Context: an optimization exercise on an open-source flow, tuned for small area. The choices shown serve that exercise and are no tape-out recipe. Function was checked by simulation only, so behaviour that the tests miss may differ from the original. The clock port is modelled as an ideal driver; clocking choices that lean on that would not hold on a real chip.

==> flow/design.v <==
`timescale 1ns/100ps
module tetris_top (
    input   logic           i_clk,
    input   logic           i_res_n,
    input   logic   [8:0]   i_vram_addr,
    input   logic   [3:0]   i_pos_x,
    input   logic   [4:0]   i_pos_y,
    output  logic   [3:0]   o_block_data,
    input   logic   [14:0]  i_snes_state,
    output  logic           o_game_reset_pls,
    output  logic           o_bgm_fixed_pls
);
    function automatic logic [15:0] shape_map(input logic [2:0] kind);
        logic [15:0] m;
        case (kind)
            3'd2: m = 16'h00f0;    
            3'd3: m = 16'h0033;    
            3'd4: m = 16'h0036;    
            3'd5: m = 16'h0063;    
            3'd6: m = 16'h0071;    
            3'd7: m = 16'h0074;    
            3'd0: m = 16'h0072;    
            default: m = 16'h0071;    
        endcase
        shape_map = m;
    endfunction
    logic   w_idle;
    logic   w_addr0;
    logic   w_last;
    assign w_idle  = i_vram_addr[8] & i_vram_addr[3];
    assign w_addr0 = (i_vram_addr == 9'd0);
    assign w_last  = i_vram_addr[8] & (i_vram_addr[2:0] == 3'd7);     
    logic   [6:0]   r_btn_old;       
    logic   [6:0]   w_btn;
    logic   [6:0]   w_press;
    logic           r_fix_req;
    logic           r_clr_req;
    assign w_btn   = {i_snes_state[14:12], i_snes_state[9:6]};
    assign w_press = w_btn & ~r_btn_old;
    always_ff @(posedge i_clk or negedge i_res_n) begin
        if (!i_res_n) begin
            r_btn_old <= '0;
            r_fix_req <= 1'b0;
            r_clr_req <= 1'b0;
        end else begin
            r_btn_old <= w_btn;
            r_fix_req <= w_press[5];
            r_clr_req <= w_press[4];
        end
    end
    assign o_game_reset_pls = r_clr_req;
    assign o_bgm_fixed_pls  = r_fix_req;
    logic   r_clr_pend;
    logic   r_fix_pend;
    logic   r_clr_busy;
    logic   r_fix_busy;
    logic   r_fix_done;
    logic   w_frame_start;
    logic   w_clr_start;
    logic   w_fix_start;
    assign w_frame_start = w_addr0 && !r_clr_busy && !r_fix_busy;
    assign w_clr_start   = w_frame_start && r_clr_pend;
    assign w_fix_start   = w_frame_start && r_fix_pend && !r_clr_pend;
    always_ff @(posedge i_clk or negedge i_res_n) begin
        if (!i_res_n) begin
            r_clr_pend <= 1'b0;
            r_fix_pend <= 1'b0;
            r_clr_busy <= 1'b0;
            r_fix_busy <= 1'b0;
            r_fix_done <= 1'b0;
        end else begin
            if (w_clr_start)    r_clr_pend <= 1'b0;
            else if (r_clr_req) r_clr_pend <= 1'b1;
            if (w_fix_start)    r_fix_pend <= 1'b0;
            else if (r_fix_req) r_fix_pend <= 1'b1;
            if (w_clr_start)    r_clr_busy <= 1'b1;
            else if (w_idle)    r_clr_busy <= 1'b0;
            r_fix_done <= 1'b0;
            if (w_fix_start) begin
                r_fix_busy <= 1'b1;
            end else if (r_fix_busy && w_idle) begin
                r_fix_busy <= 1'b0;
                r_fix_done <= 1'b1;
            end
        end
    end
    logic   [2:0]   r_kind;      
    logic   [3:0]   w_kind;
    logic   [1:0]   r_angle;
    logic   [3:0]   r_px;
    logic   [4:0]   r_py;
    assign w_kind = {r_kind == 3'd0, r_kind};
    always_ff @(posedge i_clk or negedge i_res_n) begin
        if (!i_res_n) begin
            r_kind  <= 3'd2;
            r_angle <= 2'd0;
            r_px    <= 4'd5;
            r_py    <= 5'd0;
        end else if (r_fix_done) begin
            r_kind  <= (r_kind == 3'd0) ? 3'd2 : r_kind + 3'd1;     
            r_angle <= 2'd0;
            r_px    <= 4'd5;
            r_py    <= 5'd0;
        end else if (!r_fix_busy) begin
            if (w_press[0])      r_angle <= r_angle + 2'd1;
            else if (w_press[6]) r_angle <= r_angle - 2'd1;
            else if (w_press[3]) r_py    <= r_py + 5'd1;
            else if (w_press[2]) r_px    <= r_px - 4'd1;
            else if (w_press[1]) r_px    <= r_px + 4'd1;
        end
    end
    logic   [3:0]   w_rx;
    logic   [4:0]   w_ry;
    logic   [1:0]   w_box;       
    logic   [1:0]   w_bx;
    logic   [1:0]   w_by;
    logic   [15:0]  w_map;
    logic           w_covered;
    assign w_rx  = i_pos_x - r_px;
    assign w_ry  = i_pos_y - r_py;
    assign w_box = (r_kind == 3'd2) ? 2'd3 : (r_kind == 3'd3) ? 2'd1 : 2'd2;
    always_comb begin
        case (r_angle)
            2'd0:    begin w_bx = w_rx[1:0];         w_by = w_ry[1:0];         end
            2'd1:    begin w_bx = w_ry[1:0];         w_by = w_box - w_rx[1:0]; end
            2'd2:    begin w_bx = w_box - w_rx[1:0]; w_by = w_box - w_ry[1:0]; end
            default: begin w_bx = w_box - w_ry[1:0]; w_by = w_rx[1:0];         end
        endcase
    end
    assign w_map     = shape_map(r_kind);
    assign w_covered = (w_rx[3:2] == 2'd0) && (w_ry[4:2] == 3'd0) && w_map[{w_by, w_bx}];
    localparam int CELLS = 264;
    localparam int LOOP  = 8;
    logic   [3*CELLS-1:0]   r_chain;
    logic   [3*LOOP-1:3]    r_delay;     
    logic   [3:0]           r_idle;      
    logic   [2:0]           w_phi;       
    logic                   w_ahead_sel;
    logic   [2:0]           w_ahead;
    logic   [2:0]           w_back;
    logic   [2:0]           w_old;       
    logic   [3:0]           w_old_code;
    logic                   w_wall;
    logic   [2:0]           w_new;
    logic   [3:0]           r_block;
    assign w_phi = r_idle[2:0];
    always_comb begin
        case (w_phi)
            3'd0: begin w_ahead = r_chain[2:0];   w_back = r_chain[2:0];   end
            3'd1: begin w_ahead = r_chain[23:21]; w_back = r_delay[5:3];   end
            3'd2: begin w_ahead = r_chain[20:18]; w_back = r_delay[8:6];   end
            3'd3: begin w_ahead = r_chain[17:15]; w_back = r_delay[11:9];  end
            3'd4: begin w_ahead = r_chain[14:12]; w_back = r_delay[14:12]; end
            3'd5: begin w_ahead = r_chain[11:9];  w_back = r_delay[17:15]; end
            3'd6: begin w_ahead = r_chain[8:6];   w_back = r_delay[20:18]; end
            default: begin w_ahead = r_chain[5:3]; w_back = r_delay[23:21]; end
        endcase
    end
    assign w_ahead_sel = (i_vram_addr[2:0] < w_phi);
    assign w_old = (w_ahead_sel ? w_ahead : w_back) ^ {3{r_idle[3] ^ !w_ahead_sel}};
    assign w_wall = (i_pos_y == 5'd21) || (i_pos_x == 4'd0) || (i_pos_x == 4'd11) ||
                    (i_pos_y == 5'd0 && (i_pos_x == 4'd1 || i_pos_x == 4'd2 ||
                                         i_pos_x == 4'd9 || i_pos_x == 4'd10));
    assign w_old_code = (w_old == {2'b00, !w_wall}) ? 4'd8 : {1'b0, w_old};
    always_comb begin
        if (w_clr_start || r_clr_busy)                      w_new = {2'b00, w_wall};
        else if ((w_fix_start || r_fix_busy) && w_covered)  w_new = r_kind | {2'b00, r_kind == 3'd0 && !w_wall};
        else                                                w_new = w_old;
    end
    always_ff @(posedge i_clk) begin
        r_delay <= {r_delay[3*LOOP-4:3], r_chain[2:0]};
        if (w_idle)
            r_idle <= r_idle + 4'd1;
        else if (w_last)
            r_idle <= 4'd0;
        r_block <= w_covered ? w_kind : w_old_code;
    end
    logic   [3*CELLS-1:0]   w_chain;
    always_comb begin
        for (int s = 0; s < CELLS; s++) begin
            if (s % LOOP != LOOP - 1)
                w_chain[3*s +: 3] = r_chain[3*(s+1) +: 3];
            else if (w_idle)
                w_chain[3*s +: 3] = ~r_chain[3*(s-LOOP+1) +: 3];
            else if (s == CELLS - 1)
                w_chain[3*s +: 3] = ~w_new;
            else
                w_chain[3*s +: 3] = ~r_chain[3*(s+1) +: 3];
        end
    end
    always_ff @(posedge i_clk) begin
        r_chain <= w_chain;
    end
    assign o_block_data = r_block;
endmodule
export LEC_CHECK = 0
export CAP_MARGIN = 20
export CORE_MARGIN = 2
export CORE_UTILIZATION = 65
export PLACE_DENSITY = 0.75
export SLEW_MARGIN = 20
export CTS_ARGS = -sink_clustering_enable -repair_clock_nets -dont_use_dummy_load -buf_list sky130_fd_sc_hd__clkbuf_16 -sink_clustering_size 33 -sink_clustering_max_diameter 70
export BUFFER_PORTS_ARGS = -buffer_cell sky130_fd_sc_hd__buf_1
create_clock -name core_clock -period 8.0 [get_ports {i_clk}]
standard.sh (not shown) runs the stock make flow with config.mk's settings and CLKGATE_MAP_FILE= SYNTH_SCRIPT=/design/flow/synth_recipe.tcl, a recipe that flattens the netlist after the stock synthesis.
==> flow/flow/run.sh <==
#!/bin/bash
# The standard layout, with two changes appended to its config.mk:
# CTS clusters up to 33 flip-flops per clkbuf_16 leaf buffer (within 70 um) and
# inserts no dummy loads; ports are buffered with buf_1.
set -euo pipefail
cat >> config.mk <<'EOC'
export CTS_ARGS = -sink_clustering_enable -repair_clock_nets -dont_use_dummy_load -buf_list sky130_fd_sc_hd__clkbuf_16 -sink_clustering_size 33 -sink_clustering_max_diameter 70
export BUFFER_PORTS_ARGS = -buffer_cell sky130_fd_sc_hd__buf_1
EOC
bash standard.sh > standard.log 2>&1
The first run finished clean.
Rerun with:
==> flow/flow/run.sh (replaced) <==
#!/bin/bash
# The standard layout, with two changes appended to its config.mk:
# CTS clusters up to 36 flip-flops per clkbuf_16 leaf buffer (within 110 um) and
# inserts no dummy loads; ports are buffered with buf_1.
set -euo pipefail
cat >> config.mk <<'EOC'
export CTS_ARGS = -sink_clustering_enable -repair_clock_nets -dont_use_dummy_load -buf_list sky130_fd_sc_hd__clkbuf_16 -sink_clustering_size 36 -sink_clustering_max_diameter 110
export BUFFER_PORTS_ARGS = -buffer_cell sky130_fd_sc_hd__buf_1
EOC
bash standard.sh > standard.log 2>&1
--- a/flow/config.mk
+++ b/flow/config.mk
@@ -13 +13 @@
-export CTS_ARGS = -sink_clustering_enable -repair_clock_nets -dont_use_dummy_load -buf_list sky130_fd_sc_hd__clkbuf_16 -sink_clustering_size 33 -sink_clustering_max_diameter 70
+export CTS_ARGS = -sink_clustering_enable -repair_clock_nets -dont_use_dummy_load -buf_list sky130_fd_sc_hd__clkbuf_16 -sink_clustering_size 36 -sink_clustering_max_diameter 110
Effect:
- clock-buffer cell count came out lower by 8
- global-route usage came out lower by 0.60 points
- setup slack improved by 0.060 ns
- hold slack improved by 0.0031 ns
- die area is unchanged

==> afterwards: timing with drivers on the ports <==
The flow's constraints put no driver on any port. The routed layouts listed below were extracted and timed again, unchanged, in two steps.
Step 1, drivers: a clkbuf_16 drives i_clk and a buf_2 each remaining input, both assumed.
Step 2 adds t to the input delays and takes it off the output delays; t is the mean of the earliest and latest rising clock arrival at the registers after step 1. Input paths then give back, and output paths get back, about the clock's delay inside the block.
a / b / c = ideal / step 1 / step 2; a / b = the first two.
run	shift t [ns]	slack for setup (ns)	worst setup path at the end	clock arrival spread, ns	pins driven straight from the clock port
the first run	0.553	3.978 / 3.998 / 3.445	input to register	0.070 / 0.070	1
the second run	0.606	4.038 / 4.060 / 3.454	input to register	0.035 / 0.034	1
After both steps every run listed still meets setup and hold. For the second run, which loses most, drivers alone change the setup slack by +0.022 ns; drivers and shift together by -0.584 ns.
